From an optimization exercise on the open Yosys and OpenROAD flow, aimed at small area; shortcuts taken in it are not production practice. Only simulation tests tie the RTL to the original design; equivalence was not proved.

[flow/constraint.sdc]
create_clock -name core_clock -period 7.0 [get_ports {clk}]
set_input_delay 1.4000 -clock core_clock [delete_from_list [all_inputs] [get_ports {clk}]]
set_output_delay 1.4000 -clock core_clock [all_outputs]
set_load 0.01 [all_outputs]
[flow/config.mk]
export PLATFORM = sky130hd
export DESIGN_NAME = dwt_analysis_stage
export DESIGN_NICKNAME = dwt_analysis_stage
export VERILOG_FILES = /design/flow/design.v
export SDC_FILE = /design/flow/constraint.sdc
export NUM_CORES = 4
export LEC_CHECK = 0
export CAP_MARGIN = 20
export CORE_MARGIN = 2
export CORE_UTILIZATION = 40
export SLEW_MARGIN = 20
[flow/run.sh]
#!/bin/bash
# synth_recipe.tcl (not shown) runs the flow's synth.tcl, then flattens the netlist and writes it again
# the make line also repeats each setting of config.mk as NAME=value (left out here)
make -C /OpenROAD-flow-scripts/flow DESIGN_CONFIG=/design/flow/config.mk WORK_HOME=/design/flow/orfs CLKGATE_MAP_FILE= SYNTH_SCRIPT=/design/flow/synth_recipe.tcl finish
[flow/design.v]
package dwt_pkg;
    localparam logic signed [8:0] LO_C0 = -9'sd34;
    localparam logic signed [8:0] LO_C1 =  9'sd57;
    localparam logic signed [8:0] LO_C2 =  9'sd214;
    localparam logic signed [8:0] LO_C3 =  9'sd123;
    localparam logic signed [8:0] HI_C0 = -9'sd124;
    localparam logic signed [8:0] HI_C1 =  9'sd214;
    localparam logic signed [8:0] HI_C2 = -9'sd58;
    localparam logic signed [8:0] HI_C3 = -9'sd34;
endpackage
module dwt_fir_mac (
    input  logic [35:0]        taps,    
    input  logic [35:0]        coef,    
    output logic signed [15:0] y,
    output logic               ovf
);
    logic signed [19:0] acc;
    logic signed [17:0] r;
    assign acc = $signed(taps[35:27]) * $signed(coef[35:27])
               + $signed(taps[26:18]) * $signed(coef[26:18])
               + $signed(taps[17:9])  * $signed(coef[17:9])
               + $signed(taps[8:0])   * $signed(coef[8:0])
               + 20'sd2;
    assign r   = acc[19:2];
    assign ovf = (r[17:15] != 3'b000) && (r[17:15] != 3'b111);
    assign y   = ovf ? {r[17], {15{~r[17]}}} : r[15:0];
endmodule
module dwt_analysis_stage (
    input  logic              clk,
    input  logic              rstn,
    input  logic              clr,
    input  logic              in_valid,
    input  logic signed [8:0] in_data,
    input  logic              coef_we,
    input  logic              coef_sel,
    input  logic [3:0]        coef_addr,
    input  logic signed [8:0] coef_wdata,
    output logic signed [15:0] lo_data,
    output logic signed [15:0] hi_data,
    output logic              out_valid,
    output logic              sat_flag
);
    logic phase_q, pv_q, v1_q, v2_q, v3_q, ov_q, sat_q;
    logic issue;
    assign issue = in_valid & phase_q & ~clr;
    always_ff @(posedge clk or negedge rstn) begin
        if (!rstn) begin
            phase_q <= 1'b0;
            pv_q    <= 1'b0;
            v1_q    <= 1'b0;
            v2_q    <= 1'b0;
            v3_q    <= 1'b0;
            ov_q    <= 1'b0;
        end else begin
            phase_q <= ~clr & (phase_q ^ in_valid);
            pv_q    <= ~clr & (pv_q | (in_valid & phase_q));
            v1_q    <= issue;
            v2_q    <= v1_q & ~clr;
            v3_q    <= v2_q & ~clr;
            ov_q    <= v3_q & ~clr;
        end
    end
    logic [8:0]  h_q;
    logic [17:0] p_q, q_q;
    always_ff @(posedge clk) begin
        if (in_valid & ~phase_q) h_q <= in_data;
        if (in_valid & phase_q) begin
            p_q <= {in_data, h_q};
            q_q <= pv_q ? p_q : 18'd0;
        end
    end
    logic       w1v_q, w1s_q, w2v_q;
    logic [1:0] w1a_q, w2a_q;
    logic [8:0] w1d_q, w2d_q;
    always_ff @(posedge clk or negedge rstn) begin
        if (!rstn) begin
            w1v_q <= 1'b0;
            w2v_q <= 1'b0;
        end else begin
            w1v_q <= coef_we & (coef_addr[3:2] == 2'b00);
            w2v_q <= w1v_q & ~w1s_q;
        end
    end
    always_ff @(posedge clk) begin
        w1s_q <= coef_sel;
        w1a_q <= coef_addr[1:0];
        w1d_q <= coef_wdata;
        w2a_q <= w1a_q;
        w2d_q <= w1d_q;
    end
    logic [8:0] lo_c_q [4];
    logic [8:0] hi_c_q [4];
    always_ff @(posedge clk or negedge rstn) begin
        if (!rstn) begin
            lo_c_q[0] <= dwt_pkg::LO_C0;
            lo_c_q[1] <= dwt_pkg::LO_C1;
            lo_c_q[2] <= dwt_pkg::LO_C2;
            lo_c_q[3] <= dwt_pkg::LO_C3;
            hi_c_q[0] <= dwt_pkg::HI_C0;
            hi_c_q[1] <= dwt_pkg::HI_C1;
            hi_c_q[2] <= dwt_pkg::HI_C2;
            hi_c_q[3] <= dwt_pkg::HI_C3;
        end else begin
            for (int k = 0; k < 4; k++) begin
                if (w1v_q & w1s_q & (w1a_q == 2'(k))) hi_c_q[k] <= w1d_q;
                if (w2v_q & (w2a_q == 2'(k)))         lo_c_q[k] <= w2d_q;
            end
        end
    end
    logic [35:0] coef;
    logic signed [15:0] y;
    logic ovf;
    assign coef = v1_q ? {hi_c_q[0], hi_c_q[1], hi_c_q[2], hi_c_q[3]}
                       : {lo_c_q[0], lo_c_q[1], lo_c_q[2], lo_c_q[3]};
    dwt_fir_mac u_mac (.taps({p_q, q_q}), .coef(coef), .y(y), .ovf(ovf));
    logic [15:0] u_q, lo_q, hi_q;
    logic        uo_q, ho_q;
    always_ff @(posedge clk) begin
        u_q  <= y;
        uo_q <= ovf;
        if (v2_q) begin
            hi_q <= u_q;
            ho_q <= uo_q;
        end
        if (v3_q) lo_q <= u_q;
    end
    always_ff @(posedge clk or negedge rstn) begin
        if (!rstn) sat_q <= 1'b0;
        else       sat_q <= ~clr & (sat_q | (v3_q & (ho_q | uo_q)));
    end
    assign lo_data   = lo_q;
    assign hi_data   = hi_q;
    assign out_valid = ov_q;
    assign sat_flag  = sat_q;
endmodule
==> notes.md <==
==> final timing paths <==
path	slack [ps]	to	from
max	-1100	u_q[14]$_DFF_P_	v1_q$_DFF_PN0_
min in group asynchronous	820	w1v_q$_DFF_PN0_	rstn
max reg2reg	-1100	u_q[14]$_DFF_P_	v1_q$_DFF_PN0_
min reg2reg	400	w2a_q[1]$_DFF_P_	w1a_q[1]$_DFF_P_
min	400	w2a_q[1]$_DFF_P_	w1a_q[1]$_DFF_P_
max in group asynchronous	5060	ov_q$_DFF_PN0_	rstn
==> cells in the mapped netlist (all sizes together) (4+ instances only) <==
cell      n
a21oi    43
fa      316
o21a     12
xor2     24
dfxtp    40
a41oi     5
nand2b   16
and2     89
nand3     6
clkbuf   14
buf      21
nor2b    76
dfstp    42
o21bai    5
dfrtp    39
or2      21
o211ai    4
nor3     11
nand2   170
ha      173
xnor2    71
edfxtp   78
nor2     41
o21ai    18
or3       5
mux2     99
mux2i    12
a21o     22
inv     380
and3      4
==> sequential cells by signal, indices dropped and copies added (netlist names), 9 cells and up <==
register / count
h_q: 9
u_q: 16
hi_q: 16
w1d_q: 9
lo_q: 16
q_q: 18
lo_c_q: 36
hi_c_q: 36
w2d_q: 9
p_q: 18
==> cell families after synthesis <==
kind of cell	count (synthesis)	synth area share, %
flops	199	25.50
compound gates	127	4.167
fa+ha+maj	489	41.46
xor+xnor	95	4.191
simple gates	447	11.03
buf+inv	415	7.619
mux	111	6.030
==> layer usage <==
metal / vias to the layer above / track usage (%) / routed length [microns]
li1: 6591 / - / -
met1: 6993 / 24.94 / 21620
met2: 199 / 34.27 / 24600
met3: 74 / 2.803 / 1448
met4: 0 / 6.593 / 1442
met5: - / 0 / 0
==> layout make-up <==
class / instances / area [sq um] / area share, %
Clock inverter: 14 / 163.9 / 0.6344
Clock buffer: 18 / 439.2 / 1.700
Tap cell: 672 / 840.8 / 3.254
Inverter: 380 / 1426 / 5.521
Timing Repair Buffer: 395 / 3258 / 12.61
Multi-Input combinational cell: 1269 / 14490 / 56.06
Sequential cell: 199 / 5224 / 20.22
==> repair_timing <==
item | CTS | global route
gates cloned | 2 | 1
endpoints found under the setup margin | 17 | 17
setup buffers | 18 | 8
resized for setup | 84 | 65
pin swaps | 54 | 45
==> per-stage QoR <==
step / setup WS (ps) / util (%)
floorplan: -853.0 / -
global placement: -1209 / 48.33
detailed placement: -1315 / 48.33
CTS: -1036 / 50.69
global route: -1335 / 51.29
finish: -1098 / 51.29
==> results.cfg <==
[placement]
io_buffers = 61
hpwl_microns = 41570
place_inst = 2888
place_area_sq_um = 24350
routabilityCongestion = 0.8929

[outcome]
status = complete, but fails checks
so_faults = negative setup slack

[worst_setup_path]
startpoint_type = flop
crit_type = flop to flop
path_delay_family = adder cells
cpMostUsedCell = fa_1
reg2reg_depth = 35
crit_fanout = 6
crit_buf_inv = 8
end_kind = flop
cp.arrival_ps = 8470
cp_slowest_cell = fa_1
crit_cells = 35
required_ps = 7370
cp_slowest_stage_delay_ps = 590

[finish]
area_growth_pct = 26.16
final_common_cell = inv_1
fin_nets = 2779
finish.instance_area_sq_um = 25840
n_fill_cell = 4464
final_cell_mix = inv_1, buf_4, fa_1, nand2_1, ha_1
instances_no_fill = 2947
diodes = 0
layout-drive-gt1-share_pct = 29.27

[logic_synthesis]
synthCells = 1883
synthArstFlopShare_pct = 40.70
synthFlopType = edfxtp_1
synth.ff_latch_count = 199
synth_top_area_share_pct = 30.89
yosysUniqueCellTypes = 54
synth_area_leaders = fa_1, edfxtp_1, ha_1
synth-seq-area-share_pct = 25.50
yosys.area.top_type = fa_1
yosys_warnings = 3
synth_area_sq_um = 20480
synth_area_per_cell_sq_um = 10.88
synth_edf_count = 78
syn-num-nets = 2400

[clock_network]
path_clk_slew_ps = 80
h-tree-depth = 4
cts_buffer_depth = 2
ctsHoldBuffers = 0
cts_tree = done
cts_buffers = 17
root_buffer = clkbuf_16
clk_latency_ps = 480
cts_num_sinks = 199

[hold_path]
hp-class = flop to flop
min_path_cells = 0

[sta]
clock_skew_ps = 16.92
period_minus_slack_ps = 8098
setup_viol = 17
finalHoldWorstSlack_ps = 400.4
period_share_pct = 115.7
hold_viol = 0
rsz0062_at_grt = true
slew_headroom_pct = 46.24
worst_slack_ps = -1098
tns_ps = -17130
slew_viol_final = 0
timing.fmax_ghz = 0.1235
worst_pin_slew_ps = 806.4

[floorplan]
initial_core_util_pct = 40.65
io_pins = 62
die_y_microns = 230.3
fp-row-count = 82
core-area_sq_um = 50380
fp.dieW_microns = 230.3
dieArea_sq_um = 53020

[route]
postRouteAntennaNets = 0
drtIter0Drc = 490
drc_errors = 0
first_pass_iters = 4
vias = 13860
wl_per_cell_microns = 16.67
via_per_inst = 4.702
finalWirelength_microns = 49110

[grt]
grt_max_degree = 55
grt_pass1_wl_microns = 80530
grt.total_usage_pct = 19.62
antenna_found_initial = 0
overflow = 0
grt_pass1_vias = 15300

[flow_run]
max_cap_violations = 0

==> port drivers added, routing unchanged <==
Ports are ideal in the flow. The routed layout listed here was re-timed in OpenROAD.
Step 1 sets driving cells, clkbuf_16 on the clock port and buf_2 on the other inputs (assumed; they add their load-dependent delay and slew).
Step 2 also shifts input and output timing later by t, the mid clock arrival at the registers, as if the neighbouring blocks saw the same clock.
Three values: ideal ports, drivers, drivers and shift; two values: the first two.
shift t [ns]: 0.532
slack for setup (ns): -1.098 / -1.098 / -1.098
clock arrival spread, ns: 0.017 / 0.017
worst data-port slew with drivers (ns): 0.04
For this run, drivers alone change the setup slack by 0.000 ns; drivers and shift together by 0.000 ns.
